What follows belongs to an exercise in optimizing a design on an open flow for small area, a short achievable clock period and few clock cycles per item; a production flow would make more cautious choices. At most, simulation tests tie the RTL to the original design; equivalence was not proved. The RTL of run 3 was laid out without a check of its function. Power is estimated from default activity; no workload was simulated.

`config.mk`:
```
export PLATFORM = sky130hd
export DESIGN_NAME = sorted_active_error_table_core
export DESIGN_NICKNAME = sorted_active_error_table_core
export VERILOG_FILES = /design/flow/design.v
export SDC_FILE = /design/flow/constraint.sdc
export NUM_CORES = 4
export LEC_CHECK = 0
export CAP_MARGIN = 20
export CORE_MARGIN = 2
export CORE_UTILIZATION = 40
export SETUP_SLACK_MARGIN = 4.6
export SLEW_MARGIN = 20
export TNS_END_PERCENT = 0
```
`constraint.sdc`:
```
create_clock -name core_clock -period 7.0 [get_ports {clk_i}]
set_input_delay 1.4000 -clock core_clock [delete_from_list [all_inputs] [get_ports {clk_i}]]
set_output_delay 1.4000 -clock core_clock [all_outputs]
set_load 0.01 [all_outputs]
```
`design.v`:
```
`default_nettype none
package saet_pkg;
  localparam int unsigned Depth     = 16;
  localparam int unsigned CodeWidth = 16;
  localparam int unsigned OpWidth   = 3;
  localparam int unsigned IdxWidth  = 4;
  localparam int unsigned CntWidth  = 5;
  typedef logic [CodeWidth-1:0] code_t;
  typedef logic [OpWidth-1:0]   op_t;
  typedef logic [IdxWidth-1:0]  idx_t;
  typedef logic [CntWidth-1:0]  cnt_t;
  localparam op_t OpSave   = 3'd0;
  localparam op_t OpDelete = 3'd1;
  localparam op_t OpFind   = 3'd2;
  localparam op_t OpClear  = 3'd3;
  localparam op_t OpRead   = 3'd4;
  typedef struct packed {
    logic capture;    
    logic execute;    
  } saet_cmd_t;
endpackage
`default_nettype wire
`default_nettype none
module saet_ctrl (
  input  wire logic clk_i,
  input  wire logic rst_ni,
  input  wire logic in_valid_i,
  output logic      in_ready_o,
  output logic      out_valid_o,
  input  wire logic out_ready_i,
  output logic      adv_o,         
  output logic      res_o,         
  output logic      out_load_o,    
  output logic      out_from_spare_o,
  output logic      s1_valid_o
);
  logic v1_q, v2_q, rv_q, sv_q;
  logic out_free;
  assign adv_o            = !sv_q;
  assign in_ready_o       = !sv_q;
  assign res_o            = !sv_q && v2_q;
  assign out_free         = !rv_q || out_ready_i;
  assign out_load_o       = out_free;
  assign out_from_spare_o = sv_q;
  assign out_valid_o      = rv_q;
  assign s1_valid_o       = v1_q;
  always_ff @(posedge clk_i or negedge rst_ni) begin
    if (!rst_ni) begin
      v1_q <= 1'b0;
      v2_q <= 1'b0;
      rv_q <= 1'b0;
      sv_q <= 1'b0;
    end else begin
      if (!sv_q) begin
        v1_q <= in_valid_i;
        v2_q <= v1_q;
      end
      if (out_free) begin
        rv_q <= sv_q || res_o;
        sv_q <= 1'b0;
      end else if (res_o) begin
        sv_q <= 1'b1;
      end
    end
  end
endmodule
`default_nettype wire
`default_nettype none
module saet_dp (
  input  wire logic                clk_i,
  input  wire logic                rst_ni,
  input  wire logic                adv_i,
  input  wire logic                res_i,
  input  wire logic                out_load_i,
  input  wire logic                out_from_spare_i,
  input  wire logic                s1_valid_i,
  input  wire saet_pkg::op_t       operation_i,
  input  wire saet_pkg::code_t     code_i,
  input  wire saet_pkg::idx_t      index_i,
  output logic                     hit_o,
  output saet_pkg::code_t          entry_value_o,
  output saet_pkg::code_t          lowest_code_o,
  output saet_pkg::cnt_t           active_count_o
);
  localparam int unsigned D = saet_pkg::Depth;
  typedef struct packed {
    logic            hit;
    saet_pkg::code_t entry;
    saet_pkg::code_t lowest;
    saet_pkg::cnt_t  count;
  } rsp_t;
  saet_pkg::code_t table_q [D];
  logic [D-1:0]    live_q;           
  saet_pkg::cnt_t  cnt_q;
  saet_pkg::op_t   op1_q;
  saet_pkg::code_t code1_q;
  saet_pkg::idx_t  idx1_q;
  logic            ins2_q, del2_q, clr2_q;    
  logic            insr2_n_q, delr2_n_q, clrr2_n_q;    
  saet_pkg::code_t code2_q;
  saet_pkg::idx_t  idx2_q;
  logic [D-1:0]    lt2_q;            
  logic            hit2_q;           
  rsp_t            out_q, rsp_n, rsp_s;
  logic            spare_hit_q;
  saet_pkg::code_t spare_entry_q;
  logic ins_a, del_a;
  assign ins_a = adv_i && ins2_q;
  assign del_a = adv_i && del2_q;
  saet_pkg::code_t table_n [D];
  logic [D-1:0]    live_n;
  saet_pkg::cnt_t  cnt_n;
  for (genvar j = 0; j < D; j++) begin : g_upd
    logic sel_c, sel_u, sel_d, sel_h;
    saet_pkg::code_t src_u, src_d;
    if (j == 0) begin : g_f
      assign sel_c = ins_a && !lt2_q[j];
      assign sel_u = 1'b0;
      assign src_u = '0;
    end else begin : g_r
      assign sel_c = ins_a && !lt2_q[j] && lt2_q[j-1];
      assign sel_u = ins_a && !lt2_q[j-1];
      assign src_u = table_q[j-1];
    end
    if (j == D-1) begin : g_l
      assign sel_d = 1'b0;
      assign src_d = '0;
    end else begin : g_i
      assign sel_d = del_a && !lt2_q[j];
      assign src_d = table_q[j+1];
    end
    assign sel_h = !(sel_c || sel_u || sel_d);
    assign table_n[j] = ({16{sel_h}} & table_q[j]) | ({16{sel_u}} & src_u) |
                        ({16{sel_d}} & src_d) | ({16{sel_c}} & code2_q);
  end
  always_comb begin
    live_n = live_q;
    cnt_n  = cnt_q;
    if (ins2_q) begin
      live_n = {live_q[D-2:0], 1'b1};
      if (!live_q[D-1]) cnt_n = cnt_q + saet_pkg::cnt_t'(1);
    end else if (del2_q) begin
      live_n = {1'b0, live_q[D-1:1]};
      cnt_n  = cnt_q - saet_pkg::cnt_t'(1);
    end else if (clr2_q) begin
      live_n = '0;
      cnt_n  = '0;
    end
  end
  always_ff @(posedge clk_i) begin
    for (int k = 0; k < D; k++) table_q[k] <= table_n[k];
  end
  always_ff @(posedge clk_i or negedge rst_ni) begin
    if (!rst_ni) begin
      live_q <= '0;
      cnt_q  <= '0;
    end else if (adv_i) begin
      live_q <= live_n;
      cnt_q  <= cnt_n;
    end
  end
  logic [D-1:0]    idx_oh, sel_n, sel_i, sel_d, esel;
  logic            ecode;
  saet_pkg::code_t entry_n;
  always_comb begin
    for (int k = 0; k < D; k++) idx_oh[k] = (idx2_q == saet_pkg::idx_t'(k));
    ecode = 1'b0;
    for (int k = 0; k < D; k++) begin
      sel_n[k] = idx_oh[k] && live_q[k];
      sel_i[k] = (idx_oh[k] && lt2_q[k]) ||
                 ((k < D-1) && idx_oh[(k < D-1) ? k+1 : k] && !lt2_q[k] && live_q[k]);
      sel_d[k] = (idx_oh[k] && lt2_q[k]) ||
                 ((k > 0) && idx_oh[(k > 0) ? k-1 : k] && !lt2_q[(k > 0) ? k-1 : k] && live_q[k]);
      if (idx_oh[k] && !lt2_q[k] && (k == 0 || lt2_q[(k > 0) ? k-1 : 0])) ecode = 1'b1;
    end
    esel  = !insr2_n_q ? sel_i : (!delr2_n_q ? sel_d : (!clrr2_n_q ? '0 : sel_n));
    ecode = ecode && !insr2_n_q;
    entry_n = ecode ? code2_q : '0;
    for (int k = 0; k < D; k++) entry_n = entry_n | ({16{esel[k]}} & table_q[k]);
  end
  assign rsp_n.hit    = hit2_q;
  assign rsp_n.entry  = entry_n;
  assign rsp_n.lowest = live_n[0] ? table_n[0] : '0;
  assign rsp_n.count  = cnt_n;
  assign rsp_s.hit    = spare_hit_q;
  assign rsp_s.entry  = spare_entry_q;
  assign rsp_s.lowest = live_q[0] ? table_q[0] : '0;
  assign rsp_s.count  = cnt_q;
  always_ff @(posedge clk_i) begin
    if (res_i) begin
      spare_hit_q   <= rsp_n.hit;
      spare_entry_q <= rsp_n.entry;
    end
    if (out_load_i) out_q <= out_from_spare_i ? rsp_s : rsp_n;
  end
  logic [D-1:0] lt_t, eq_t, lt_n;
  logic         hit_t, hit_n, lt_ab, eq_ab, zero1;
  logic         ins_b, del_b, clr_b;
  for (genvar i = 0; i < D; i++) begin : g_cmp
    logic l, e;
    saet_cmp u_cmp (.a_i(table_q[i]), .b_i(code1_q), .lt_o(l), .eq_o(e));
    assign lt_t[i] = live_q[i] && l;
    assign eq_t[i] = live_q[i] && e;
  end
  assign hit_t = |eq_t;
  saet_cmp u_cmp_ab (.a_i(code2_q), .b_i(code1_q), .lt_o(lt_ab), .eq_o(eq_ab));
  assign zero1 = (code1_q == '0);
  for (genvar j = 0; j < D; j++) begin : g_adj
    logic at_ins;
    if (j == 0) begin : g_f
      assign at_ins = 1'b1;
    end else begin : g_r
      assign at_ins = lt2_q[j-1];
    end
    always_comb begin
      lt_n[j] = lt_t[j];
      if (clr2_q) begin
        lt_n[j] = 1'b0;
      end else if (!lt2_q[j]) begin
        if (ins2_q) begin
          if (at_ins) lt_n[j] = lt_ab;
          else if (j > 0) lt_n[j] = lt_t[(j > 0) ? j-1 : 0];
        end else if (del2_q) begin
          lt_n[j] = (j < D-1) ? lt_t[(j < D-1) ? j+1 : j] : 1'b0;
        end
      end
    end
  end
  always_comb begin
    hit_n = hit_t;
    if (clr2_q)      hit_n = 1'b0;
    else if (ins2_q) hit_n = (hit_t && !eq_t[D-1]) || eq_ab;    
    else if (del2_q) hit_n = hit_t && !eq_ab;
  end
  assign ins_b = (op1_q == saet_pkg::OpSave) && !zero1 && !hit_n && !lt_n[D-1];
  assign del_b = (op1_q == saet_pkg::OpDelete) && !zero1 && hit_n;
  assign clr_b = (op1_q == saet_pkg::OpClear);
  always_ff @(posedge clk_i) begin
    if (adv_i) begin
      ins2_q  <= s1_valid_i && ins_b;
      del2_q  <= s1_valid_i && del_b;
      clr2_q  <= s1_valid_i && clr_b;
      insr2_n_q <= !(s1_valid_i && ins_b);
      delr2_n_q <= !(s1_valid_i && del_b);
      clrr2_n_q <= !(s1_valid_i && clr_b);
      code2_q <= code1_q;
      idx2_q  <= idx1_q;
      lt2_q   <= lt_n;
      hit2_q  <= zero1 ? !live_n[D-1] : hit_n;    
      op1_q   <= operation_i;
      code1_q <= code_i;
      idx1_q  <= index_i;
    end
  end
  assign hit_o          = out_q.hit;
  assign entry_value_o  = out_q.entry;
  assign lowest_code_o  = out_q.lowest;
  assign active_count_o = out_q.count;
endmodule
`default_nettype wire
module saet_cmp (
  input  wire logic [15:0] a_i,
  input  wire logic [15:0] b_i,
  output logic             lt_o,
  output logic             eq_o
);
  assign lt_o = a_i < b_i;
  assign eq_o = a_i == b_i;
endmodule
`default_nettype wire
`default_nettype none
module sorted_active_error_table_core (
  input  wire logic        clk_i,
  input  wire logic        rst_ni,
  input  wire logic        req_valid_i,
  output logic             req_ready_o,
  input  wire logic [2:0]  req_operation_i,
  input  wire logic [15:0] req_code_i,
  input  wire logic [3:0]  req_index_i,
  output logic             rsp_valid_o,
  input  wire logic        rsp_ready_i,
  output logic             rsp_hit_o,
  output logic [15:0]      rsp_entry_value_o,
  output logic [15:0]      rsp_lowest_code_o,
  output logic [4:0]       rsp_active_count_o
);
  logic adv, res, out_load, out_from_spare, s1_valid;
  saet_ctrl u_ctrl (
    .clk_i           (clk_i),
    .rst_ni          (rst_ni),
    .in_valid_i      (req_valid_i),
    .in_ready_o      (req_ready_o),
    .out_valid_o     (rsp_valid_o),
    .out_ready_i     (rsp_ready_i),
    .adv_o           (adv),
    .res_o           (res),
    .out_load_o      (out_load),
    .out_from_spare_o(out_from_spare),
    .s1_valid_o      (s1_valid)
  );
  saet_dp u_dp (
    .clk_i           (clk_i),
    .rst_ni          (rst_ni),
    .adv_i           (adv),
    .res_i           (res),
    .out_load_i      (out_load),
    .out_from_spare_i(out_from_spare),
    .s1_valid_i      (s1_valid),
    .operation_i     (req_operation_i),
    .code_i          (req_code_i),
    .index_i         (req_index_i),
    .hit_o           (rsp_hit_o),
    .entry_value_o   (rsp_entry_value_o),
    .lowest_code_o   (rsp_lowest_code_o),
    .active_count_o  (rsp_active_count_o)
  );
endmodule
`default_nettype wire
```
`run.sh`:
```
#!/bin/bash
# synth_recipe.tcl (not shown) runs the flow's synth.tcl, then flattens the netlist and writes it again
# the make line also repeats each setting of config.mk as NAME=value (left out here)
make -C /OpenROAD-flow-scripts/flow DESIGN_CONFIG=/design/flow/config.mk WORK_HOME=/design/flow/orfs CLKGATE_MAP_FILE= SYNTH_SCRIPT=/design/flow/synth_recipe.tcl finish
```
==> out/qor.json, run 1 <==
{
  "drive_gt1_share_pct": 15.8,
  "drcViolationCount": 0,
  "worst_skew_pair.late_latency_ns": 0.63,
  "drt-vias-per-instance": 7.12,
  "crit_path_start_kind": "flip-flop",
  "outcome": "no timing/DRC/antenna violations",
  "finish.instance_area_sq_mm": 0.0309,
  "cts_root_buf": "sky130_fd_sc_hd__clkbuf_16",
  "critPathCaptureType": "flip-flop",
  "share_comb_of_total_power_pct": 45.8,
  "layout.filler_cells": 5898,
  "first_iter_violations": 6061,
  "grt_pass1_wl_microns": 197000,
  "syn_avg_cell_area_sq_um": 8.96,
  "die-height_microns": 256,
  "postRouteWirelength_microns": 142000,
  "post-route-min-period_ns": 3.19,
  "route.antenna.remaining_nets": 0,
  "hpwl_microns": 98700,
  "wl_per_cell_microns": 36.5,
  "worst_slew_pin_slew_ns": 1.16,
  "layout-area-overhead-vs-synth_pct": 21.6,
  "max_fanout_on_critical_path": 10,
  "critPathRequiredTime_ns": 7.35,
  "die-width_microns": 256,
  "initial_antenna_violation_count": 1,
  "synth_area_sq_mm": 0.0254,
  "sw_ratio_pct": 50.7,
  "rsz_0062_raised_after_global_routing": "yes",
  "cts_sinks": 402,
  "power.density_mw_per_mm2": 500,
  "clock_tree.buffer_depth": 3,
  "final.period_utilization_pct": 45.5,
  "globalRoute.totalOverflow": 0,
  "placement.io_buffers": 66,
  "synth-edff-count": 121,
  "yosysWarnings": 6,
  "worst_hold_path_type": "flip-flop to flip-flop",
  "routabilityCongestion": 1.09,
  "num_vias": 27700,
  "syn-instance-count": 2834,
  "number_of_global_route_vias_before_repair": 25700,
  "path_class": "flip-flop to flip-flop",
  "seq_power_share_pct": 37.3,
  "boundaryPins": 67,
  "power_leakage_uw": 0.0133,
  "setup_viol": 0,
  "report.final.hold_viol_count": 0,
  "layout.cells.most_common": "sky130_fd_sc_hd__nand2_1",
  "drv_slew": 0,
  "clock_tree_from_tritoncts": "done",
  "htreeDepth": 2,
  "diodes": 0,
  "switchingPower_uw": 7840,
  "mostFrequentLayoutCells": "sky130_fd_sc_hd__nand2_1 (650), sky130_fd_sc_hd__ha_1 (265), sky130_fd_sc_hd__dfxtp_1 (256), sky130_fd_sc_hd__a222oi_1 (236), sky130_fd_sc_hd__buf_4 (192)",
  "clock_power_share_pct": 16.9,
  "track_usage_pct": 41.8,
  "synth-seq-area-share_pct": 36.9,
  "drt_pre_antenna_iters": 17,
  "postSynthNetCount": 3135,
  "final_net_count": 3301,
  "dpl_cell_area_sq_mm": 0.0272,
  "tns_ns": 0,
  "crit_path_dat_ns": 3.54,
  "p_int_uw": 7620,
  "clkSlewWorstSetupHoldPaths_ns": 0.06,
  "row_count": 92,
  "synth_flop_cell": "sky130_fd_sc_hd__dfxtp_1",
  "count_of_hold_buffers_inserted_by_post_cts_repair": 0,
  "timing.max_cap.violations": 0,
  "number_of_buffers_created_by_cts": 48,
  "synthDistinctLibCells": 85,
  "synth.ff_latch_count": 402,
  "timing.slew.headroom_pct": 22.5,
  "die_area_sq_mm": 0.0655,
  "fmax_mhz": 314,
  "core_region_area_sq_mm": 0.0630,
  "effective_utilization_at_floorplan_pct": 40.3,
  "grt_start_max_net_pins": 41,
  "async_flop_share_pct": 6.22,
  "skew_ns": 0.0333,
  "ir_drop_uv": 272
}
[per-layer routing]
metal	vias up	global-route usage, %	share of wire (%)
li1	11400	-	-
met2	2389	60.6	41
met4	0	26.9	8.1
met5	-	0	0
met3	553	10.7	14
met1	13300	55.2	37
[layout make-up]
class                           instances  area [sq um]  share of cell area (%)
Clock buffer                           61          1290                    4.18
Clock inverter                         28           305                   0.988
Inverter                               60           303                   0.980
Multi-Input combinational cell       2184         15700                    50.8
Sequential cell                       402          9390                    30.4
Tap cell                              846          1060                    3.43
Timing Repair Buffer                  302          2840                    9.18
Timing Repair inverter                  2          17.5                  0.0567
[metrics by stage]
stage / hold slack (ns) / worst slack [ns] / total power (uW) / std cells / util (%)
global placement: 0.403 / 2.85 / 11500 / 3673 / 43.2
finish: 0.414 / 3.81 / 15500 / 3885 / 49.1
global route: 0.417 / 3.85 / 15900 / 3885 / 49.1
CTS: 0.401 / 4.11 / 14900 / 3876 / 48.9
floorplan: 0.400 / 4.28 / 8270 / 2834 / -
detailed placement: 0.406 / 2.88 / 11700 / 3673 / 43.2
[Yosys cell counts (47+ instances only)]
master / instances / area [sq um]
sky130_fd_sc_hd__nor2_1: 105 / 394
sky130_fd_sc_hd__a22o_1: 47 / 412
sky130_fd_sc_hd__nor2b_1: 49 / 307
sky130_fd_sc_hd__ha_1: 274 / 3430
sky130_fd_sc_hd__a22oi_1: 67 / 503
sky130_fd_sc_hd__nand4_1: 69 / 432
sky130_fd_sc_hd__clkbuf_1: 145 / 544
sky130_fd_sc_hd__dfxtp_1: 256 / 5120
sky130_fd_sc_hd__a21oi_1: 88 / 440
sky130_fd_sc_hd__inv_1: 58 / 218
sky130_fd_sc_hd__nand2_1: 654 / 2450
sky130_fd_sc_hd__o21ai_0: 76 / 380
sky130_fd_sc_hd__a222oi_1: 236 / 2360
sky130_fd_sc_hd__edfxtp_1: 121 / 3630
sky130_fd_sc_hd__a21o_1: 66 / 495
[timing repair]
action	CTS	global route
setup buffers	108	9
gates cloned	6	0
resized for setup	236	6
setup endpoints to repair	386	337
hold endpoints to repair	0	0
pin swaps	44	8
[worst paths after layout]
check / to / start / depth (start not counted) / slack, ns
setup / recovery: u_dp.out_q[27] / u_dp.delr2_n_q / 9 / 3.81
hold reg to reg: u_dp.idx2_q[1] / u_dp.idx1_q[1] / 0 / 0.41
setup reg to reg: u_dp.out_q[27] / u_dp.delr2_n_q / 9 / 3.81
min in group asynchronous: u_dp.live_q[3] / rst_ni / 2 / 1.16
hold / removal: u_dp.idx2_q[1] / u_dp.idx1_q[1] / 0 / 0.41
max in group asynchronous: u_ctrl.sv_q / rst_ni / 2 / 5.53
[critical path, stage by stage (launching register included)]
cell	delay (ns)
sky130_fd_sc_hd__edfxtp_1	0.44
sky130_fd_sc_hd__buf_12	0.17
sky130_fd_sc_hd__and4_1	0.19
sky130_fd_sc_hd__o211ai_1	0.27
sky130_fd_sc_hd__a31oi_4	0.17
sky130_fd_sc_hd__buf_4	0.18
sky130_fd_sc_hd__a222oi_1	0.81
sky130_fd_sc_hd__and3_1	0.33
sky130_fd_sc_hd__and4_4	0.23
sky130_fd_sc_hd__a31oi_2	0.10
[power groups by stage]
stage | combinational, uW | clock [uW] | sequential, uW
3_5_place_dp | 6060 | 0 | 5670
4_1_cts | 6750 | 2620 | 5550
6_report | 7070 | 2610 | 5770
5_1_grt | 7540 | 2710 | 5660
2_1_floorplan | 3920 | 0 | 4340
3_3_place_gp | 5850 | 0 | 5690
[registers in the layout, summed over array words and instances (netlist names), 3 cells and up]
name                count
u_dp.cnt_q              5
u_dp.op1_q              3
u_dp.code1_q           16
u_dp.idx2_q             4
u_dp.code2_q           16
u_dp.live_q            16
u_dp.idx1_q             4
u_dp.out_q             38
u_dp.spare_entry_q     16
u_dp.table_q          256
u_dp.lt2_q             16
[kinds of logic after synthesis]
family / after synthesis / synth area share (%)
AND/OR/NAND/NOR: 1103 / 19.8
AO/OA/AOI/OAI: 796 / 25.2
flip-flops: 402 / 36.9
adder cells (fa/ha/maj): 274 / 13.5
buffers and inverters: 248 / 4.04
multiplexers: 11 / 0.483
Testbench counts, summed over its fixed seeds: cycles 16,024, items 16,000.
==> run 2: changes to the inputs <==
==> flow/run.sh (new file) <==
#!/bin/bash
# The standard layout, with the port buffers made of sky130_fd_sc_hd__buf_2 cells in
# place of the default choice (a clkdlybuf4s50 delay cell). Everything else is unchanged.
set -euo pipefail
bash standard.sh "BUFFER_PORTS_ARGS=-buffer_cell sky130_fd_sc_hd__buf_2" finish > standard_flow.log 2>&1
==> standard.sh (new file) <==
#!/bin/bash
# synth_recipe.tcl (not shown) runs the flow's synth.tcl, then flattens the netlist and writes it again
# the make line also repeats each setting of config.mk as NAME=value (left out here)
make -C /OpenROAD-flow-scripts/flow DESIGN_CONFIG=/design/flow/config.mk WORK_HOME=/design/flow/orfs CLKGATE_MAP_FILE= SYNTH_SCRIPT=/design/flow/synth_recipe.tcl "${@:-finish}"
removed: run.sh
==> out/qor.json, run 2 <==
{
  "die-width": {"value": 256, "unit": "microns", "change": "unchanged"},
  "wl_per_cell": {"value": 37.7, "unit": "microns", "change": "+3.4%"},
  "row_count": {"value": 92, "change": "unchanged"},
  "critPathCaptureType": "flip-flop",
  "routabilityCongestion": {"value": 1.08, "change": "-0.70%"},
  "first_iter_violations": {"value": 6571, "change": "+8.4%"},
  "power_leakage": {"value": 0.0132, "unit": "uW", "change": "-0.94%"},
  "drive_gt1_share": {"value": 17.0, "unit": "%", "change": "+1.2 points"},
  "drcViolationCount": {"value": 0, "change": "unchanged"},
  "clkSlewWorstSetupHoldPaths": {"value": 0.06, "unit": "ns", "change": "about the same"},
  "timing.slew.headroom": {"value": 25.6, "unit": "%", "change": "+3.1 points"},
  "async_flop_share": {"value": 6.22, "unit": "%", "change": "unchanged"},
  "synth_largest_type_area_fraction": {"value": 20.2, "unit": "%", "change": "unchanged"},
  "boundaryPins": {"value": 67, "change": "unchanged"},
  "clock_tree_from_tritoncts": "done",
  "layout.cells.most_common": "sky130_fd_sc_hd__nand2_1",
  "rr_startpoint": "u_dp.delr2_n_q",
  "htreeDepth": {"value": 2, "change": "unchanged"},
  "post-route-min-period": {"value": 3.14, "unit": "ns", "change": "-0.0487 ns"},
  "initial_antenna_violation_count": {"value": 3, "change": "+2"},
  "cts_sinks": {"value": 402, "change": "unchanged"},
  "registers.top_by_ff_count": "u_dp.table_q",
  "postSynthNetCount": {"value": 3135, "change": "unchanged"},
  "number_of_buffers_created_by_cts": {"value": 48, "change": "unchanged"},
  "num_vias": {"value": 27900, "change": "+0.73%"},
  "timing.max_cap.violations": {"value": 0, "change": "unchanged"},
  "holdWs": {"value": 0.419, "unit": "ns", "change": "+0.00428 ns"},
  "effective_utilization_at_floorplan": {"value": 40.3, "unit": "%", "change": "unchanged"},
  "number_of_global_route_vias_before_repair": {"value": 25800, "change": "+0.22%"},
  "synth_commonest_cells": "sky130_fd_sc_hd__nand2_1 (654), sky130_fd_sc_hd__ha_1 (274), sky130_fd_sc_hd__dfxtp_1 (256)",
  "multiInputGateArea": {"value": 0.0157, "unit": "sq mm", "change": "about the same"},
  "rsz_0062_raised_after_global_routing": "yes",
  "syn-instance-count": {"value": 2834, "change": "unchanged"},
  "grt_start_max_net_pins": {"value": 42, "change": "+2.4%"},
  "largestRegisters": "u_dp.table_q: 256 flops, u_dp.out_q: 38 flops",
  "core_region_area": {"value": 0.0630, "unit": "sq mm", "change": "unchanged"},
  "final_net_count": {"value": 3289, "change": "-0.36%"},
  "tns": {"value": 0, "unit": "ns", "change": "unchanged"},
  "ff_latch_area": {"value": 0.00939, "unit": "sq mm", "change": "about the same"},
  "globalRoute.totalOverflow": {"value": 0, "change": "unchanged"},
  "fmax": {"value": 319, "unit": "MHz", "change": "+1.6%"},
  "synth-edff-count": {"value": 121, "change": "unchanged"},
  "crit_path_start_kind": "flip-flop",
  "synth_area": {"value": 0.0254, "unit": "sq mm", "change": "unchanged"},
  "syn_avg_cell_area": {"value": 8.96, "unit": "sq um", "change": "unchanged"},
  "worst_hold_path_type": "flip-flop to flip-flop",
  "layout-area-overhead-vs-synth_pct": 20.2,
  "drv_slew": {"value": 0, "change": "unchanged"},
  "synth_top_cells_by_area": "sky130_fd_sc_hd__dfxtp_1 (20%), sky130_fd_sc_hd__edfxtp_1 (14%), sky130_fd_sc_hd__ha_1 (13%)",
  "synth-seq-area-share": {"value": 36.9, "unit": "%", "change": "unchanged"},
  "die-height": {"value": 256, "unit": "microns", "change": "unchanged"},
  "count_of_hold_buffers_inserted_by_post_cts_repair": {"value": 0, "change": "unchanged"},
  "worst_slew_pin_slew": {"value": 1.11, "unit": "ns", "change": "-0.0462 ns"},
  "report.final.hold_viol_count": {"value": 0, "change": "unchanged"},
  "cts_root_buf": "sky130_fd_sc_hd__clkbuf_16",
  "worst_skew_pair.late_latency": {"value": 0.63, "unit": "ns", "change": "about the same"},
  "route.antenna.remaining_nets": {"value": 0, "change": "unchanged"},
  "max_fanout_on_critical_path": {"value": 6, "change": "-4"},
  "ir_drop": {"value": 270, "unit": "uV", "change": "-0.58%"},
  "final.period_utilization": {"value": 44.8, "unit": "%", "change": "-0.70 points"},
  "die_area": {"value": 0.0655, "unit": "sq mm", "change": "unchanged"},
  "track_usage": {"value": 43.0, "unit": "%", "change": "+1.1 points"},
  "postRouteWirelength": {"value": 146000, "unit": "microns", "change": "+3.2%"},
  "drt_pre_antenna_iters": {"value": 14, "change": "-3"},
  "yosysWarnings": {"value": 6, "change": "unchanged"},
  "synth.ff_latch_count": {"value": 402, "change": "unchanged"},
  "crit_path_dat": {"value": 3.46, "unit": "ns", "change": "-0.08 ns"},
  "layout.filler_cells": {"value": 5928, "change": "+0.51%"},
  "drt-vias-per-instance": {"value": 7.19, "change": "+0.99%"},
  "setup_viol": {"value": 0, "change": "unchanged"},
  "hpwl": {"value": 101000, "unit": "microns", "change": "+2.0%"},
  "worstHoldStart": "u_dp.idx1_q[2]",
  "grt_pass1_wl": {"value": 201000, "unit": "microns", "change": "+1.9%"},
  "timing.critical_path.from": "u_dp.delr2_n_q",
  "placement.io_buffers": {"value": 66, "change": "unchanged"},
  "synth_flop_cell": "sky130_fd_sc_hd__dfxtp_1",
  "path_class": "flip-flop to flip-flop",
  "outcome": "no timing/DRC/antenna violations",
  "synth.largest_area_cell": "sky130_fd_sc_hd__dfxtp_1",
  "synthDistinctLibCells": {"value": 85, "change": "unchanged"},
  "largest_reg_flops": {"value": 256, "change": "unchanged"},
  "skew": {"value": 0.0508, "unit": "ns", "change": "+0.0175 ns"},
  "power.density": {"value": 509, "unit": "mW/mm^2", "change": "+1.9%"},
  "synth.most_common_cell": "sky130_fd_sc_hd__nand2_1",
  "clock_tree.buffer_depth": {"value": 3, "change": "unchanged"},
  "critPathRequiredTime": {"value": 7.32, "unit": "ns", "change": "-0.03 ns"},
  "mostFrequentLayoutCells": "sky130_fd_sc_hd__nand2_1 (652), sky130_fd_sc_hd__ha_1 (267), sky130_fd_sc_hd__dfxtp_1 (256), sky130_fd_sc_hd__a222oi_1 (236), sky130_fd_sc_hd__buf_4 (187)"
}
[run 2: cell types whose count changed in the layout (fill, tap and decap cells not counted), sizes merged]
cell	before	now
buf	233	287
dlygate4sd2	37	0
clkdlybuf4s50	27	0
clkbuf	61	70
clkinv	19	16
bufbuf	4	2
inv	48	46
bufinv	5	4
clkdlybuf4s15	1	0
clkinvlp	18	17
diode	0	1
[run 2: cell type report]
type                    instances  area share, %
repair inverters                2         0.0574
multi-input cells            2184           51.4
flip-flops and latches        402           30.7
well taps                     846           3.47
clock buffers                  69           4.67
clock inverters                21          0.750
repair buffers                290           7.92
inverters                      60          0.979
diodes                          1        0.00820
[run 2: logic make-up after synthesis]
| kind of cell | after synthesis | synth area share, % |
|---|---|---|
| mux | 11 | 0.483 |
| compound gates | 796 | 25.2 |
| buf+inv | 248 | 4.04 |
| flops | 402 | 36.9 |
| simple gates | 1103 | 19.8 |
| fa+ha+maj | 274 | 13.5 |
[run 2: worst paths after layout]
kind                                   to  slack (ns)  cells after the start
min in group asynchronous  u_dp.live_q[2]        0.83                      1
hold reg to reg            u_dp.idx2_q[2]        0.42                      0
setup reg to reg           u_dp.out_q[29]        3.86                     11
hold / removal             u_dp.idx2_q[2]        0.42                      0
setup / recovery           u_dp.out_q[29]        3.86                     11
max in group asynchronous     u_ctrl.sv_q        5.62                      1
[run 2: metrics by stage]
stage / worst slack (ns) / cells / util [%] / area [sq um] / total power, uW
finish: 3.86 / 3875 / 48.5 / 30500 / 15600
global route: 3.89 / 3874 / 48.5 / 30500 / 15900
CTS: 4.05 / 3857 / 48.0 / 30200 / 14900
detailed placement: 2.49 / 3672 / 42.7 / 26900 / 11700
global placement: 2.37 / 3668 / 42.7 / 26900 / 11500
floorplan: 4.28 / 2834 / - / 25400 / 8270
[run 2: timing repair]
item                       in CTS  in global routing
resized for setup             142                 32
pin swaps                      35                 17
setup endpoints to repair     369                383
setup buffers                  90                 16
gates cloned                    5                  1
[run 2: critical path, cell delays in order (launching register included)]
cell and delay (ns):
sky130_fd_sc_hd__edfxtp_1 0.46, sky130_fd_sc_hd__buf_12 0.18, sky130_fd_sc_hd__nand4b_1 0.22, sky130_fd_sc_hd__buf_4 0.18, sky130_fd_sc_hd__o32ai_4 0.08, sky130_fd_sc_hd__a211oi_4 0.32, sky130_fd_sc_hd__buf_4 0.20, sky130_fd_sc_hd__clkbuf_16 0.14
sky130_fd_sc_hd__nor2_2 0.07, sky130_fd_sc_hd__nor4_1 0.54, sky130_fd_sc_hd__and4_1 0.30, sky130_fd_sc_hd__a31oi_1 0.11
[run 2: routing by layer]
metal	share of wire [%]	global-route usage, %	vias to the layer above
met2	40	61.3	2555
met4	9.3	30.5	4
met1	36	54.2	13300
met3	15	14.4	605
met5	0.016	0	-
li1	-	-	11400
[run 2: power by group]
group / internal, uW / total, uW / switching [uW]
clock: 1570 / 2680 / 1120
sequential: 3520 / 5850 / 2340
combinational: 2500 / 7020 / 4520
==> run 3: changes to the inputs <==
--- a/design.v
+++ b/design.v
@@ -97,12 +97,9 @@
   saet_pkg::idx_t  idx1_q;
   logic            ins2_q, del2_q, clr2_q;    
-  logic            insr2_n_q, delr2_n_q, clrr2_n_q;    
   saet_pkg::code_t code2_q;
   saet_pkg::idx_t  idx2_q;
   logic [D-1:0]    lt2_q;            
   logic            hit2_q;           
-  rsp_t            out_q, rsp_n, rsp_s;
-  logic            spare_hit_q;
-  saet_pkg::code_t spare_entry_q;
+  rsp_t            out_q, spare_q, rsp_n;
   logic ins_a, del_a;
   assign ins_a = adv_i && ins2_q;
@@ -160,5 +157,5 @@
     end
   end
-  logic [D-1:0]    idx_oh, sel_n, sel_i, sel_d, esel;
+  logic [D-1:0]    idx_oh, esel;
   logic            ecode;
   saet_pkg::code_t entry_n;
@@ -167,30 +164,23 @@
     ecode = 1'b0;
     for (int k = 0; k < D; k++) begin
-      sel_n[k] = idx_oh[k] && live_q[k];
-      sel_i[k] = (idx_oh[k] && lt2_q[k]) ||
-                 ((k < D-1) && idx_oh[(k < D-1) ? k+1 : k] && !lt2_q[k] && live_q[k]);
-      sel_d[k] = (idx_oh[k] && lt2_q[k]) ||
-                 ((k > 0) && idx_oh[(k > 0) ? k-1 : k] && !lt2_q[(k > 0) ? k-1 : k] && live_q[k]);
-      if (idx_oh[k] && !lt2_q[k] && (k == 0 || lt2_q[(k > 0) ? k-1 : 0])) ecode = 1'b1;
+      if (ins2_q) begin
+        esel[k] = (idx_oh[k] && lt2_q[k]) || ((k < D-1) && idx_oh[(k < D-1) ? k+1 : k] && !lt2_q[k]);
+        if (idx_oh[k] && !lt2_q[k] && (k == 0 || lt2_q[(k > 0) ? k-1 : 0])) ecode = 1'b1;
+      end else if (del2_q) begin
+        esel[k] = (idx_oh[k] && lt2_q[k]) || ((k > 0) && idx_oh[(k > 0) ? k-1 : k] && !lt2_q[(k > 0) ? k-1 : k]);
+      end else begin
+        esel[k] = idx_oh[k];
+      end
     end
-    esel  = !insr2_n_q ? sel_i : (!delr2_n_q ? sel_d : (!clrr2_n_q ? '0 : sel_n));
-    ecode = ecode && !insr2_n_q;
     entry_n = ecode ? code2_q : '0;
     for (int k = 0; k < D; k++) entry_n = entry_n | ({16{esel[k]}} & table_q[k]);
   end
   assign rsp_n.hit    = hit2_q;
-  assign rsp_n.entry  = entry_n;
+  assign rsp_n.entry  = live_n[idx2_q] ? entry_n : '0;
   assign rsp_n.lowest = live_n[0] ? table_n[0] : '0;
   assign rsp_n.count  = cnt_n;
-  assign rsp_s.hit    = spare_hit_q;
-  assign rsp_s.entry  = spare_entry_q;
-  assign rsp_s.lowest = live_q[0] ? table_q[0] : '0;
-  assign rsp_s.count  = cnt_q;
   always_ff @(posedge clk_i) begin
-    if (res_i) begin
-      spare_hit_q   <= rsp_n.hit;
-      spare_entry_q <= rsp_n.entry;
-    end
-    if (out_load_i) out_q <= out_from_spare_i ? rsp_s : rsp_n;
+    if (res_i) spare_q <= rsp_n;
+    if (out_load_i) out_q <= out_from_spare_i ? spare_q : rsp_n;
   end
   logic [D-1:0] lt_t, eq_t, lt_n;
@@ -241,7 +231,4 @@
       del2_q  <= s1_valid_i && del_b;
       clr2_q  <= s1_valid_i && clr_b;
-      insr2_n_q <= !(s1_valid_i && ins_b);
-      delr2_n_q <= !(s1_valid_i && del_b);
-      clrr2_n_q <= !(s1_valid_i && clr_b);
       code2_q <= code1_q;
       idx2_q  <= idx1_q;
==> run.sh (new file) <==
#!/bin/bash
# synth_recipe.tcl (not shown) runs the flow's synth.tcl, then flattens the netlist and writes it again
# the make line also repeats each setting of config.mk as NAME=value (left out here)
make -C /OpenROAD-flow-scripts/flow DESIGN_CONFIG=/design/flow/config.mk WORK_HOME=/design/flow/orfs CLKGATE_MAP_FILE= SYNTH_SCRIPT=/design/flow/synth_recipe.tcl finish
removed: flow/run.sh
removed: standard.sh
==> out/qor.json, run 3 <==
{
  "skew": {"value": 0.0286, "unit": "ns", "change": "-0.0221 ns"},
  "wl_per_cell": {"value": 37.4, "unit": "microns", "change": "-0.87%"},
  "count_of_hold_buffers_inserted_by_post_cts_repair": {"value": 0, "change": "unchanged"},
  "synth_flop_cell": "sky130_fd_sc_hd__dfxtp_1",
  "share_comb_of_total_power": {"value": 51.6, "unit": "%", "change": "+6.5 points"},
  "report.final.hold_viol_count": {"value": 0, "change": "unchanged"},
  "layout.filler_cells": {"value": 6062, "change": "+2.3%"},
  "critical-path-top-cell-by-count": "sky130_fd_sc_hd__nand4_1",
  "critPathCaptureType": "flip-flop",
  "clkSlewWorstSetupHoldPaths": {"value": 0.06, "unit": "ns", "change": "about the same"},
  "syn_avg_cell_area": {"value": 9.00, "unit": "sq um", "change": "+0.45%"},
  "switchingPower": {"value": 9330, "unit": "uW", "change": "+17%"},
  "drive_gt1_share": {"value": 15.2, "unit": "%", "change": "-1.9 points"},
  "delay_heaviest_family_cp": "simple AND/OR/NAND/NOR gates",
  "cts_root_buf": "sky130_fd_sc_hd__clkbuf_16",
  "synth_largest_type_area_fraction": {"value": 19.3, "unit": "%", "change": "-0.87 points"},
  "num_vias": {"value": 29000, "change": "+4.0%"},
  "yosysWarnings": {"value": 6, "change": "unchanged"},
  "synth_commonest_cells": "sky130_fd_sc_hd__nand2_1 (646), sky130_fd_sc_hd__ha_1 (274), sky130_fd_sc_hd__dfxtp_1 (256)",
  "layout-area-overhead-vs-synth": {"value": 20.2, "unit": "%", "change": "about the same"},
  "power.density": {"value": 565, "unit": "mW/mm^2", "change": "+11%"},
  "outcome": "no timing/DRC/antenna violations",
  "placement.io_buffers": {"value": 66, "change": "unchanged"},
  "route.antenna.remaining_nets": {"value": 0, "change": "unchanged"},
  "synth.most_common_cell": "sky130_fd_sc_hd__nand2_1",
  "drt-vias-per-instance": {"value": 7.29, "change": "+1.5%"},
  "critical_path.cell_chain": "inv_1 -> nand4_1 -> nand2_4 -> buf_4 -> a22oi_1 -> nand4_1 -> nor3_4 -> a211oi_2",
  "grt_start_max_net_pins": {"value": 59, "change": "+40%"},
  "sw_ratio": {"value": 51.7, "unit": "%", "change": "+0.41 points"},
  "synthDistinctLibCells": {"value": 84, "change": "-1.2%"},
  "seq_power_share": {"value": 33.9, "unit": "%", "change": "-3.7 points"},
  "drt_pre_antenna_iters": {"value": 14, "change": "unchanged"},
  "routabilityCongestion": {"value": 1.10, "change": "+1.9%"},
  "hpwl": {"value": 105000, "unit": "microns", "change": "+4.7%"},
  "timing.slew.headroom": {"value": 30.9, "unit": "%", "change": "+5.3 points"},
  "setup_viol": {"value": 0, "change": "unchanged"},
  "number_of_global_route_vias_before_repair": {"value": 26600, "change": "+3.4%"},
  "fmax": {"value": 312, "unit": "MHz", "change": "-2.0%"},
  "registers.top_by_ff_count": "u_dp.table_q",
  "globalRoute.totalOverflow": {"value": 0, "change": "unchanged"},
  "min_delay_worst_endpoint": "u_dp.idx2_q[2]",
  "drv_slew": {"value": 0, "change": "unchanged"},
  "die-height": {"value": 262, "unit": "microns", "change": "+2.2%"},
  "post-route-min-period": {"value": 3.20, "unit": "ns", "change": "+0.0649 ns"},
  "worst_hold_path_type": "flip-flop to flip-flop",
  "effective_utilization_at_floorplan": {"value": 40.4, "unit": "%", "change": "about the same"},
  "number_of_buffers_created_by_cts": {"value": 50, "change": "+4.2%"},
  "path_class": "flip-flop to flip-flop",
  "first_iter_violations": {"value": 6452, "change": "-1.8%"},
  "postRouteWirelength": {"value": 149000, "unit": "microns", "change": "+1.6%"},
  "cp_slowest_cell": "sky130_fd_sc_hd__edfxtp_1",
  "synth-edff-count": {"value": 139, "change": "+15%"},
  "worstHoldStart": "u_dp.idx1_q[2]",
  "largestRegisters": "u_dp.table_q: 256 flops, u_dp.out_q: 38 flops, u_dp.spare_q: 38 flops",
  "core_region_area": {"value": 0.0657, "unit": "sq mm", "change": "+4.4%"},
  "clock_tree.buffer_depth": {"value": 3, "change": "unchanged"},
  "synth-seq-area-share": {"value": 37.4, "unit": "%", "change": "+0.45 points"},
  "worst_slew_pin_slew": {"value": 1.03, "unit": "ns", "change": "-0.0832 ns"},
  "crit_path_buffers_inverters": {"value": 2, "change": "-2"},
  "die_area": {"value": 0.0684, "unit": "sq mm", "change": "+4.4%"},
  "layout.cells.most_common": "sky130_fd_sc_hd__nand2_1",
  "worst_skew_pair.late_latency": {"value": 0.63, "unit": "ns", "change": "about the same"},
  "mostFrequentLayoutCells": "sky130_fd_sc_hd__nand2_1 (638), sky130_fd_sc_hd__ha_1 (274), sky130_fd_sc_hd__dfxtp_1 (256), sky130_fd_sc_hd__a222oi_1 (237), sky130_fd_sc_hd__a21oi_1 (164)",
  "synth.ff_latch_count": {"value": 420, "change": "+4.5%"},
  "timing.critical_path.from": "u_dp.lt2_q[4]",
  "row_count": {"value": 94, "change": "+2.2%"},
  "ir_drop": {"value": 289, "unit": "uV", "change": "+7.1%"},
  "p_int": {"value": 8710, "unit": "uW", "change": "+15%"},
  "finish.instance_area": {"value": 0.0319, "unit": "sq mm", "change": "+4.5%"},
  "grt_pass1_wl": {"value": 204000, "unit": "microns", "change": "+1.7%"},
  "timing.critical_path.slowest_cell_delay": {"value": 0.74, "unit": "ns", "change": "+0.20 ns"},
  "holdPathStages": {"value": 0, "change": "unchanged"},
  "dpl_cell_area": {"value": 0.0283, "unit": "sq mm", "change": "+5.2%"},
  "crit_path_start_kind": "flip-flop",
  "syn-instance-count": {"value": 2948, "change": "+4.0%"},
  "clock_power_share": {"value": 14.5, "unit": "%", "change": "-2.7 points"},
  "rr_startpoint": "u_dp.lt2_q[4]",
  "power_leakage": {"value": 0.0134, "unit": "uW", "change": "+1.7%"},
  "boundaryPins": {"value": 67, "change": "unchanged"},
  "rsz_0062_raised_after_global_routing": "yes",
  "die-width": {"value": 262, "unit": "microns", "change": "+2.2%"},
  "final_net_count": {"value": 3363, "change": "+2.2%"},
  "track_usage": {"value": 42.3, "unit": "%", "change": "-0.63 points"},
  "initial_antenna_violation_count": {"value": 9, "change": "+6"},
  "reg2reg_slack": {"value": 3.80, "unit": "ns", "change": "-0.06 ns"},
  "synth_area": {"value": 0.0265, "unit": "sq mm", "change": "+4.5%"},
  "crit_path_dat": {"value": 3.54, "unit": "ns", "change": "+0.08 ns"},
  "largest_reg_flops": {"value": 256, "change": "unchanged"},
  "postSynthNetCount": {"value": 3249, "change": "+3.6%"},
  "r2r_end": "u_dp.out_q[27]",
  "final.period_utilization": {"value": 45.7, "unit": "%", "change": "+0.93 points"},
  "async_flop_share": {"value": 5.95, "unit": "%", "change": "-0.27 points"},
  "max_fanout_on_critical_path": {"value": 9, "change": "+3"},
  "r2r.worst_path.cells": {"value": 8, "change": "-3"},
  "synth.largest_area_cell": "sky130_fd_sc_hd__dfxtp_1",
  "tns": {"value": 0, "unit": "ns", "change": "unchanged"},
  "synth_top_cells_by_area": "sky130_fd_sc_hd__dfxtp_1 (19%), sky130_fd_sc_hd__edfxtp_1 (16%), sky130_fd_sc_hd__ha_1 (13%)",
  "clock_tree_from_tritoncts": "done",
  "htreeDepth": {"value": 2, "change": "unchanged"},
  "drcViolationCount": {"value": 0, "change": "unchanged"},
  "timing.max_cap.violations": {"value": 0, "change": "unchanged"},
  "critPathRequiredTime": {"value": 7.34, "unit": "ns", "change": "+0.02 ns"},
  "cts_sinks": {"value": 420, "change": "+4.5%"}
}
[run 3: changes by cell type in the layout (fill, tap and decap cells not counted), moves of 15 or more]
cell / change
sky130_fd_sc_hd__buf_2: -65
sky130_fd_sc_hd__o211ai_1: +16
sky130_fd_sc_hd__o22ai_1: -21
sky130_fd_sc_hd__buf_4: -35
sky130_fd_sc_hd__a21o_1: -33
sky130_fd_sc_hd__clkdlybuf4s50_1: +62
sky130_fd_sc_hd__mux2_2: +15
sky130_fd_sc_hd__a21oi_1: +78
sky130_fd_sc_hd__edfxtp_1: +18
sky130_fd_sc_hd__a32oi_1: +25
sky130_fd_sc_hd__a22o_1: -35
sky130_fd_sc_hd__o21ai_0: -15
sky130_fd_sc_hd__a22oi_1: +24
[run 3: how the worst max path moves through the flow]
| stage | end | slack [ns] | cells after the start |
|---|---|---|---|
| after CTS | u_dp.out_q[21] | 3.97 | 12 |
| after detailed placement | u_dp.out_q[31] | 2.70 | 7 |
| final | u_dp.out_q[27] | 3.80 | 8 |
| after floorplan | u_dp.out_q[0] | 4.21 | 1 |
| after global placement | u_dp.out_q[21] | 2.70 | 7 |
| after global routing | u_dp.lt2_q[14] | 3.86 | 10 |
[run 3: power groups by stage]
stage	clock network [uW]	registers (uW)	logic (uW)
detailed placement	0	6030	7610
global placement	0	6040	7390
finish	2610	6120	9310
CTS	2620	5920	8680
floorplan	0	4580	5030
global route	2700	5990	9850
[run 3: routing by layer]
| layer | part of all wire [%] | wire length [microns] | global-route usage [%] |
|---|---|---|---|
| met2 | 39 | 58200 | 58.5 |
| met3 | 15 | 22400 | 13.9 |
| met1 | 37 | 55100 | 55.4 |
| met5 | 0.071 | 106 | 0.556 |
| met4 | 8.6 | 12800 | 29.2 |
[run 3: cell type report]
type	count	area, sq um	area share, %
Timing Repair inverter	2	17.5	0.0549
Clock buffer	68	1440	4.52
Inverter	68	308	0.965
Multi-Input combinational cell	2262	16400	51.4
Tap cell	864	1080	3.39
Clock inverter	24	178	0.557
Antenna cell	4	10.0	0.0314
Sequential cell	420	9930	31.1
Timing Repair Buffer	258	2540	7.98
[run 3: worst register-to-register path: cells and delay by family (launching register included)]
family | cells | cell delay, ns
buffers and inverters | 2 | 0.57
AND/OR/NAND/NOR | 4 | 1.18
flip-flops | 1 | 0.74
AO/OA/AOI/OAI | 2 | 0.43
[run 3: repair_timing]
item,CTS,global route
resized for setup,183,45
gates cloned,11,0
setup endpoints to repair,391,347
setup buffers,67,14
pin swaps,29,13
[run 3: cell families (layout without fill, tap and decap cells)]
kind of cell | Yosys count | after routing | synth area share (%)
and+or+nand+nor | 1107 | 1107 | 19.2
AOI/OAI and AO/OA | 849 | 849 | 25.0
DFF | 420 | 420 | 37.4
adders and majority gates | 274 | 274 | 12.9
buffers and inverters | 266 | 420 | 4.15
muxes | 26 | 26 | 1.19
xor gates and xnor gates | 6 | 6 | 0.198
other | 0 | 4 | 0
[run 3: through the flow]
stage | setup WS, ns | total power [uW] | cells | hold WS [ns] | utilization [%]
floorplan | 4.21 | 9610 | 2948 | 0.400 | -
global placement | 2.70 | 13400 | 3781 | 0.420 | 43.0
detailed placement | 2.70 | 13600 | 3781 | 0.411 | 43.0
CTS | 3.97 | 17200 | 3951 | 0.442 | 48.0
global route | 3.86 | 18500 | 3966 | 0.439 | 48.5
finish | 3.80 | 18000 | 3970 | 0.440 | 48.5
==> run 4: changes to the inputs <==
--- a/design.v
+++ b/design.v
@@ -35,9 +35,9 @@
   output logic      s1_valid_o
 );
-  logic v1_q, v2_q, rv_q, sv_q;
+  logic v1_q, v2_q, v3_q, rv_q, sv_q;
   logic out_free;
   assign adv_o            = !sv_q;
   assign in_ready_o       = !sv_q;
-  assign res_o            = !sv_q && v2_q;
+  assign res_o            = !sv_q && v3_q;
   assign out_free         = !rv_q || out_ready_i;
   assign out_load_o       = out_free;
@@ -49,4 +49,5 @@
       v1_q <= 1'b0;
       v2_q <= 1'b0;
+      v3_q <= 1'b0;
       rv_q <= 1'b0;
       sv_q <= 1'b0;
@@ -55,4 +56,5 @@
         v1_q <= in_valid_i;
         v2_q <= v1_q;
+        v3_q <= v2_q;
       end
       if (out_free) begin
@@ -95,4 +97,5 @@
   saet_pkg::op_t   op1_q;
   saet_pkg::code_t code1_q;
+  saet_pkg::code_t code1_n_q;        
   saet_pkg::idx_t  idx1_q;
   logic            ins2_q, del2_q, clr2_q;    
@@ -101,4 +104,6 @@
   logic [D-1:0]    lt2_q;            
   logic            hit2_q;           
+  saet_pkg::idx_t  idx3_q;
+  logic            hit3_q;
   rsp_t            out_q, spare_q, rsp_n;
   logic ins_a, del_a;
@@ -157,28 +162,13 @@
     end
   end
-  logic [D-1:0]    idx_oh, esel;
-  logic            ecode;
-  saet_pkg::code_t entry_n;
-  always_comb begin
-    for (int k = 0; k < D; k++) idx_oh[k] = (idx2_q == saet_pkg::idx_t'(k));
-    ecode = 1'b0;
-    for (int k = 0; k < D; k++) begin
-      if (ins2_q) begin
-        esel[k] = (idx_oh[k] && lt2_q[k]) || ((k < D-1) && idx_oh[(k < D-1) ? k+1 : k] && !lt2_q[k]);
-        if (idx_oh[k] && !lt2_q[k] && (k == 0 || lt2_q[(k > 0) ? k-1 : 0])) ecode = 1'b1;
-      end else if (del2_q) begin
-        esel[k] = (idx_oh[k] && lt2_q[k]) || ((k > 0) && idx_oh[(k > 0) ? k-1 : k] && !lt2_q[(k > 0) ? k-1 : k]);
-      end else begin
-        esel[k] = idx_oh[k];
-      end
-    end
-    entry_n = ecode ? code2_q : '0;
-    for (int k = 0; k < D; k++) entry_n = entry_n | ({16{esel[k]}} & table_q[k]);
-  end
-  assign rsp_n.hit    = hit2_q;
-  assign rsp_n.entry  = live_n[idx2_q] ? entry_n : '0;
-  assign rsp_n.lowest = live_n[0] ? table_n[0] : '0;
-  assign rsp_n.count  = cnt_n;
+  assign rsp_n.hit    = hit3_q;
+  assign rsp_n.entry  = live_q[idx3_q] ? table_q[idx3_q] : '0;
+  assign rsp_n.lowest = live_q[0] ? table_q[0] : '0;
+  assign rsp_n.count  = cnt_q;
   always_ff @(posedge clk_i) begin
+    if (adv_i) begin
+      idx3_q <= idx2_q;
+      hit3_q <= hit2_q;
+    end
     if (res_i) spare_q <= rsp_n;
     if (out_load_i) out_q <= out_from_spare_i ? spare_q : rsp_n;
@@ -189,5 +179,5 @@
   for (genvar i = 0; i < D; i++) begin : g_cmp
     logic l, e;
-    saet_cmp u_cmp (.a_i(table_q[i]), .b_i(code1_q), .lt_o(l), .eq_o(e));
+    saet_cmp u_cmp (.a_i(table_q[i]), .b_i((i < D/2) ? code1_q : ~code1_n_q), .lt_o(l), .eq_o(e));
     assign lt_t[i] = live_q[i] && l;
     assign eq_t[i] = live_q[i] && e;
@@ -237,4 +227,5 @@
       op1_q   <= operation_i;
       code1_q <= code_i;
+      code1_n_q <= ~code_i;
       idx1_q  <= index_i;
     end
==> flow/run.sh (new file) <==
#!/bin/bash
# The standard layout, with the port buffers made of sky130_fd_sc_hd__buf_2 cells in
# place of the default choice (a clkdlybuf4s50 delay cell). Everything else is unchanged.
set -euo pipefail
bash standard.sh "BUFFER_PORTS_ARGS=-buffer_cell sky130_fd_sc_hd__buf_2" finish > standard_flow.log 2>&1
==> standard.sh (new file) <==
#!/bin/bash
# synth_recipe.tcl (not shown) runs the flow's synth.tcl, then flattens the netlist and writes it again
# the make line also repeats each setting of config.mk as NAME=value (left out here)
make -C /OpenROAD-flow-scripts/flow DESIGN_CONFIG=/design/flow/config.mk WORK_HOME=/design/flow/orfs CLKGATE_MAP_FILE= SYNTH_SCRIPT=/design/flow/synth_recipe.tcl "${@:-finish}"
removed: run.sh
==> out/qor.json, run 4 <==
{
  "syn-instance-count": {"value": 2684, "change": "-9.0%"},
  "first_iter_violations": {"value": 4491, "change": "-30%"},
  "max_fanout_on_critical_path": {"value": 16, "change": "+7"},
  "wl_per_cell": {"value": 28.9, "unit": "microns", "change": "-23%"},
  "route.antenna.remaining_nets": {"value": 0, "change": "unchanged"},
  "placement.io_buffers": {"value": 66, "change": "unchanged"},
  "cts_root_buf": "sky130_fd_sc_hd__clkbuf_16",
  "initial_antenna_violation_count": {"value": 4, "change": "-5"},
  "combinational_family_with_the_most_area_after_synthesis": "compound AO/OA/AOI/OAI gates",
  "synth-seq-area-share": {"value": 41.4, "unit": "%", "change": "+4.0 points"},
  "drive_gt1_share": {"value": 14.2, "unit": "%", "change": "-0.95 points"},
  "synth_xor_area_share": {"value": 0, "unit": "%", "change": "-0.20 points"},
  "die-width": {"value": 257, "unit": "microns", "change": "-1.8%"},
  "synth_flop_cell": "sky130_fd_sc_hd__dfxtp_1",
  "count_of_hold_buffers_inserted_by_post_cts_repair": {"value": 0, "change": "unchanged"},
  "ir_drop": {"value": 251, "unit": "uV", "change": "-13%"},
  "final.period_utilization": {"value": 43.9, "unit": "%", "change": "-1.8 points"},
  "number_of_global_route_vias_before_repair": {"value": 23000, "change": "-14%"},
  "diodes": {"value": 0, "change": "-4"},
  "layout.cells.most_common": "sky130_fd_sc_hd__nand2_1",
  "synthDistinctLibCells": {"value": 82, "change": "-2.4%"},
  "drt-vias-per-instance": {"value": 6.57, "change": "-10%"},
  "crit_path_start_kind": "flip-flop",
  "core_region_area": {"value": 0.0631, "unit": "sq mm", "change": "-4.1%"},
  "power.density": {"value": 495, "unit": "mW/mm^2", "change": "-12%"},
  "crit_path_dat": {"value": 3.43, "unit": "ns", "change": "-0.11 ns"},
  "die-height": {"value": 257, "unit": "microns", "change": "-1.8%"},
  "timing.slew.headroom": {"value": 18.8, "unit": "%", "change": "-12 points"},
  "async_flop_share": {"value": 5.88, "unit": "%", "change": "-0.070 points"},
  "skew": {"value": 0.0287, "unit": "ns", "change": "+0.000118 ns"},
  "worst_skew_pair.late_latency": {"value": 0.64, "unit": "ns", "change": "about the same"},
  "row_count": {"value": 92, "change": "-2.1%"},
  "grt_pass1_wl": {"value": 154000, "unit": "microns", "change": "-24%"},
  "outcome": "no timing/DRC/antenna violations",
  "syn_avg_cell_area": {"value": 9.52, "unit": "sq um", "change": "+5.8%"},
  "synth-edff-count": {"value": 160, "change": "+15%"},
  "synth.largest_area_cell": "sky130_fd_sc_hd__dfxtp_1",
  "registers.top_by_ff_count": "u_dp.table_q",
  "clkSlewWorstSetupHoldPaths": {"value": 0.06, "unit": "ns", "change": "about the same"},
  "path_class": "flip-flop to flip-flop",
  "number_of_buffers_created_by_cts": {"value": 52, "change": "+4.0%"},
  "timing.max_cap.violations": {"value": 0, "change": "unchanged"},
  "drt_pre_antenna_iters": {"value": 14, "change": "unchanged"},
  "placed_cells": {"value": 3508, "change": "-7.2%"},
  "tns": {"value": 0, "unit": "ns", "change": "unchanged"},
  "synth_commonest_cells": "sky130_fd_sc_hd__nand2_1 (555), sky130_fd_sc_hd__ha_1 (274), sky130_fd_sc_hd__dfxtp_1 (256)",
  "hpwl": {"value": 78800, "unit": "microns", "change": "-25%"},
  "setup_viol": {"value": 0, "change": "unchanged"},
  "post_layout_nonfiller_instances": {"value": 3662, "change": "-7.8%"},
  "clock_tree.buffer_depth": {"value": 3, "change": "unchanged"},
  "routabilityCongestion": {"value": 1.02, "change": "-7.2%"},
  "layout-area-overhead-vs-synth_pct": 14.8,
  "synth_adder_area_share": {"value": 13.4, "unit": "%", "change": "+0.49 points"},
  "synthesized_area_fraction_occupied_by_ao_oa_aoi_and_oai_cells": {"value": 22.2, "unit": "%", "change": "-2.8 points"},
  "postRouteWirelength": {"value": 106000, "unit": "microns", "change": "-29%"},
  "boundaryPins": {"value": 67, "change": "unchanged"},
  "post_synth_and_or_nand_nor_area_fraction": {"value": 17.4, "unit": "%", "change": "-1.8 points"},
  "rsz_0062_raised_after_global_routing": "yes",
  "largestRegisters": "u_dp.table_q: 256 flops, u_dp.out_q: 38 flops, u_dp.spare_q: 38 flops",
  "track_usage": {"value": 31.1, "unit": "%", "change": "-11 points"},
  "htreeDepth": {"value": 2, "change": "unchanged"},
  "critPathCaptureType": "flip-flop",
  "power_leakage": {"value": 0.0128, "unit": "uW", "change": "-4.8%"},
  "clock_tree_from_tritoncts": "done",
  "die_area": {"value": 0.0659, "unit": "sq mm", "change": "-3.6%"},
  "largest_reg_flops": {"value": 256, "change": "unchanged"},
  "post-route-min-period": {"value": 3.07, "unit": "ns", "change": "-0.128 ns"},
  "report.final.hold_viol_count": {"value": 0, "change": "unchanged"},
  "postSynthNetCount": {"value": 2985, "change": "-8.1%"},
  "worst_hold_path_type": "flip-flop to flip-flop",
  "critPathRequiredTime": {"value": 7.35, "unit": "ns", "change": "about the same"},
  "synth.ff_latch_count": {"value": 442, "change": "+5.2%"},
  "cts_sinks": {"value": 442, "change": "+5.2%"},
  "synth_top_cells_by_area": "sky130_fd_sc_hd__dfxtp_1 (20%), sky130_fd_sc_hd__edfxtp_1 (19%), sky130_fd_sc_hd__ha_1 (13%)",
  "drv_slew": {"value": 0, "change": "unchanged"},
  "globalRoute.totalOverflow": {"value": 0, "change": "unchanged"},
  "synth_area": {"value": 0.0256, "unit": "sq mm", "change": "-3.7%"},
  "fmax": {"value": 325, "unit": "MHz", "change": "+4.2%"},
  "num_vias": {"value": 24000, "change": "-17%"},
  "worst_slew_pin_slew": {"value": 1.22, "unit": "ns", "change": "+0.191 ns"},
  "drcViolationCount": {"value": 0, "change": "unchanged"},
  "synth_largest_type_area_fraction": {"value": 20.0, "unit": "%", "change": "+0.74 points"},
  "mostFrequentLayoutCells": "sky130_fd_sc_hd__nand2_1 (554), sky130_fd_sc_hd__ha_1 (274), sky130_fd_sc_hd__dfxtp_1 (256), sky130_fd_sc_hd__a222oi_1 (240)",
  "synth.most_common_cell": "sky130_fd_sc_hd__nand2_1",
  "grt_start_max_net_pins": {"value": 59, "change": "unchanged"},
  "yosysWarnings": {"value": 6, "change": "unchanged"},
  "effective_utilization_at_floorplan": {"value": 40.5, "unit": "%", "change": "+0.16 points"},
  "synth.mux.area_fraction": {"value": 1.62, "unit": "%", "change": "+0.43 points"},
  "final_net_count": {"value": 3074, "change": "-8.6%"}
}
==> run 4: changes by cell type after synthesis, sizes merged, moves of 12 or more <==
cell     previous run  this run
nand2             646       559
a32oi              34         2
clkbuf            143       114
a211oi             32        11
edfxtp            139       160
nor4               29         9
a22oi              96       115
inv                66        85
nand2b             23         4
a21boi             18         1
a21o               33        17
and3               11        27
a2111oi            17         3
o31ai               7        19
==> run 4: routing by layer <==
layer	GRT usage [%]	up-vias	share of wire (%)
li1	-	10700	-
met1	42.1	11700	41
met2	48.2	1465	44
met3	6.55	243	11
met4	13.1	4	4.4
met5	0	-	0.060
==> run 4: logic make-up (layout without fill, tap and decap cells) <==
family,after synthesis,count (layout)
AND/OR/NAND/NOR,949,949
AO/OA/AOI/OAI,732,732
flip-flops,442,442
adder cells (fa/ha/maj),274,274
buffers and inverters,254,386
multiplexers,33,33
==> run 4: worst max-delay path, cell delays in order, from the launching register on <==
cell,delay [ns]
sky130_fd_sc_hd__edfxtp_1,0.76
sky130_fd_sc_hd__nand2b_1,0.38
sky130_fd_sc_hd__nor3_2,0.06
sky130_fd_sc_hd__buf_4,0.24
sky130_fd_sc_hd__a22o_1,0.26
sky130_fd_sc_hd__a221oi_1,0.41
sky130_fd_sc_hd__nand3_1,0.22
sky130_fd_sc_hd__o22ai_1,0.33
sky130_fd_sc_hd__o31ai_1,0.10
==> run 4: power by group <==
group / switching [uW] / total (uW) / internal, uW / leakage [uW]
combinational: 4170 / 6440 / 2270 / 0.00786
sequential: 1480 / 5320 / 3840 / 0.00408
clock: 1170 / 2770 / 1600 / 0.000841
==> run 4: timing repair <==
action                                 4_1_cts  5_1_grt
gates resized for setup                     30        7
pin swaps                                    3        3
setup buffers                               45       10
cloned                                       1        0
setup endpoints to repair                  409      348
endpoints found under the hold margin        0        0
==> run 4: path summary, 6_finish.rpt <==
kind | from | endpoint | slack, ns | cells after the start
max in group asynchronous | rst_ni | u_ctrl.sv_q | 5.69 | 1
worst max register to register | u_dp.idx3_q[3] | u_dp.out_q[31] | 3.93 | 8
min in group asynchronous | rst_ni | u_dp.cnt_q[3] | 0.81 | 1
worst max-delay path | u_dp.idx3_q[3] | u_dp.out_q[31] | 3.93 | 8
worst min-delay path | u_dp.hit2_q | u_dp.hit3_q | 0.41 | 0
worst min register to register | u_dp.hit2_q | u_dp.hit3_q | 0.41 | 0
==> run 4: final cells by class <==
class | instances | area, sq um
repair inverters | 1 | 8.76
multi-input cells | 1988 | 14200
clock inverters | 25 | 245
well taps | 846 | 1060
flip-flops and latches | 442 | 10600
inverters | 86 | 369
clock buffers | 72 | 1460
repair buffers | 202 | 1400
fillers | 6059 | 33700
==> run 4: through the flow <==
step / total power [uW] / utilization [%] / hold slack, ns / setup WS, ns / cell area [sq um]
after floorplan: 8680 / - / 0.400 / 4.21 / 25600
after global placement: 11100 / 42.7 / 0.402 / 3.26 / 26900
after detailed placement: 11300 / 42.8 / 0.405 / 3.18 / 27000
after CTS: 14300 / 46.3 / 0.414 / 4.06 / 29200
after global routing: 15300 / 46.5 / 0.428 / 3.88 / 29300
final: 14500 / 46.5 / 0.415 / 3.93 / 29300
Testbench counts of run 4, summed over its fixed seeds: cycles 16,032, items 16,000.
==> run 5: changes to the inputs <==
--- a/config.mk
+++ b/config.mk
@@ -9,4 +9,5 @@
 export CORE_MARGIN = 2
 export CORE_UTILIZATION = 40
+export CTS_BUF_LIST = sky130_fd_sc_hd__clkbuf_4 sky130_fd_sc_hd__clkbuf_8
 export SETUP_SLACK_MARGIN = 4.6
 export SLEW_MARGIN = 20
==> out/qor.json, run 5 <==
{
  "row_count": {"value": 92, "change": "unchanged"},
  "largestRegisters": "u_dp.table_q: 256 flops, u_dp.out_q: 38 flops, u_dp.spare_q: 38 flops",
  "number_of_buffers_created_by_cts": {"value": 80, "change": "+54%"},
  "layout.cells.most_common": "sky130_fd_sc_hd__nand2_1",
  "wl_per_cell": {"value": 28.7, "unit": "microns", "change": "-0.51%"},
  "routabilityCongestion": {"value": 1.02, "change": "unchanged"},
  "synth_largest_type_area_fraction": {"value": 20.0, "unit": "%", "change": "unchanged"},
  "cts_sinks": {"value": 442, "change": "unchanged"},
  "synthDistinctLibCells": {"value": 82, "change": "unchanged"},
  "globalRoute.totalOverflow": {"value": 0, "change": "unchanged"},
  "final_net_count": {"value": 3099, "change": "+0.81%"},
  "r2r.worst_path.cells": {"value": 8, "change": "unchanged"},
  "outcome": "no timing/DRC/antenna violations",
  "ff_latch_area": {"value": 0.0106, "unit": "sq mm", "change": "unchanged"},
  "placement.io_buffers": {"value": 66, "change": "unchanged"},
  "cts_root_buf": "sky130_fd_sc_hd__clkbuf_8",
  "synth-edff-count": {"value": 160, "change": "unchanged"},
  "critPathRequiredTime": {"value": 7.42, "unit": "ns", "change": "+0.07 ns"},
  "finish.instance_area": {"value": 0.0293, "unit": "sq mm", "change": "-0.30%"},
  "rr_startpoint": "u_dp.idx3_q[3]",
  "r2r_end": "u_dp.out_q[30]",
  "synth_top_cells_by_area": "sky130_fd_sc_hd__dfxtp_1 (20%), sky130_fd_sc_hd__edfxtp_1 (19%), sky130_fd_sc_hd__ha_1 (13%)",
  "synth_flop_cell": "sky130_fd_sc_hd__dfxtp_1"
}
[run 5: cell counts after synthesis]
Identical to the previous run, type by type.
[run 5: per-layer routing]
layer	up-vias	GRT usage (%)	wire, microns
met5	-	0.0731	13
met4	2	14.3	5100
met3	247	7.07	11100
met2	1485	48.4	46800
met1	11700	42.1	43500
li1	10700	-	-
[run 5: worst min path at each step]
stage / start / end / slack [ns] / cells after the start
global placement: u_dp.idx1_q[0] / u_dp.idx2_q[0] / 0.40 / 0
finish: u_dp.hit2_q / u_dp.hit3_q / 0.40 / 0
floorplan: u_dp.hit2_q / u_dp.hit3_q / 0.40 / 0
CTS: u_dp.hit2_q / u_dp.hit3_q / 0.39 / 0
detailed placement: u_dp.hit2_q / u_dp.hit3_q / 0.40 / 0
global route: u_dp.hit2_q / u_dp.hit3_q / 0.41 / 0
[run 5: cell families (layout without fill, tap and decap cells)]
| kind of cell | count (synthesis) | count (layout) | synth area share [%] |
|---|---|---|---|
| and+or+nand+nor | 949 | 949 | 17.4 |
| AOI/OAI and AO/OA | 732 | 732 | 22.2 |
| DFF | 442 | 442 | 41.4 |
| adders and majority gates | 274 | 274 | 13.4 |
| buffers and inverters | 254 | 433 | 4.00 |
| muxes | 33 | 33 | 1.62 |
| other | 0 | 1 | 0 |
[run 5: timing repair]
item | 4_1_cts | 5_1_grt
pin swaps | 3 | 3
gates cloned | 2 | 0
gates resized for setup | 33 | 5
hold buffers | 0 | 0
setup endpoints to repair | 409 | 346
setup buffers | 50 | 1
[run 5: layout make-up]
| class | instances | share of cell area, % |
|---|---|---|
| Clock buffer | 123 | 5.08 |
| Tap cell | 846 | 3.62 |
| Sequential cell | 442 | 36.2 |
| Antenna cell | 1 | 0.00855 |
| Multi-Input combinational cell | 1988 | 48.6 |
| Timing Repair inverter | 2 | 0.0599 |
| Clock inverter | 24 | 0.458 |
| Inverter | 86 | 1.26 |
| Timing Repair Buffer | 198 | 4.69 |
[run 5: critical path, cell delays in order (launching register included)]
cell and delay [ns]:
sky130_fd_sc_hd__edfxtp_1 0.67, sky130_fd_sc_hd__nand2_4 0.23, sky130_fd_sc_hd__nor3b_4 0.05, sky130_fd_sc_hd__buf_4 0.25, sky130_fd_sc_hd__a22o_1 0.27, sky130_fd_sc_hd__a221oi_1 0.59
sky130_fd_sc_hd__nand3_1 0.33, sky130_fd_sc_hd__o22ai_1 0.33, sky130_fd_sc_hd__o31ai_1 0.10
[run 5: metrics by stage]
stage | utilization, % | total power, uW | hold WS, ns | worst slack [ns] | instances
6_report | 46.4 | 14300 | 0.402 | 3.89 | 3710
5_1_grt | 46.4 | 15100 | 0.413 | 3.85 | 3710
4_1_cts | 46.3 | 14100 | 0.394 | 4.05 | 3707
3_5_place_dp | 42.8 | 11300 | 0.405 | 3.18 | 3508
3_3_place_gp | 42.7 | 11100 | 0.402 | 3.26 | 3507
2_1_floorplan | - | 8680 | 0.400 | 4.21 | 2684
[run 5: power by group]
| part | internal (uW) | switching [uW] | total, uW |
|---|---|---|---|
| Combinational | 2270 | 4190 | 6450 |
| Sequential | 3840 | 1470 | 5320 |
| Clock | 1360 | 1170 | 2530 |

Re-timed with assumed drivers on the ports (clkbuf_16 on the clock, buf_2 on other inputs), run 5 has 3.891 ns of setup slack against 3.891 ns with ideal ports, and 3.891 ns once port delays also move by the mid clock arrival of 0.742 ns.
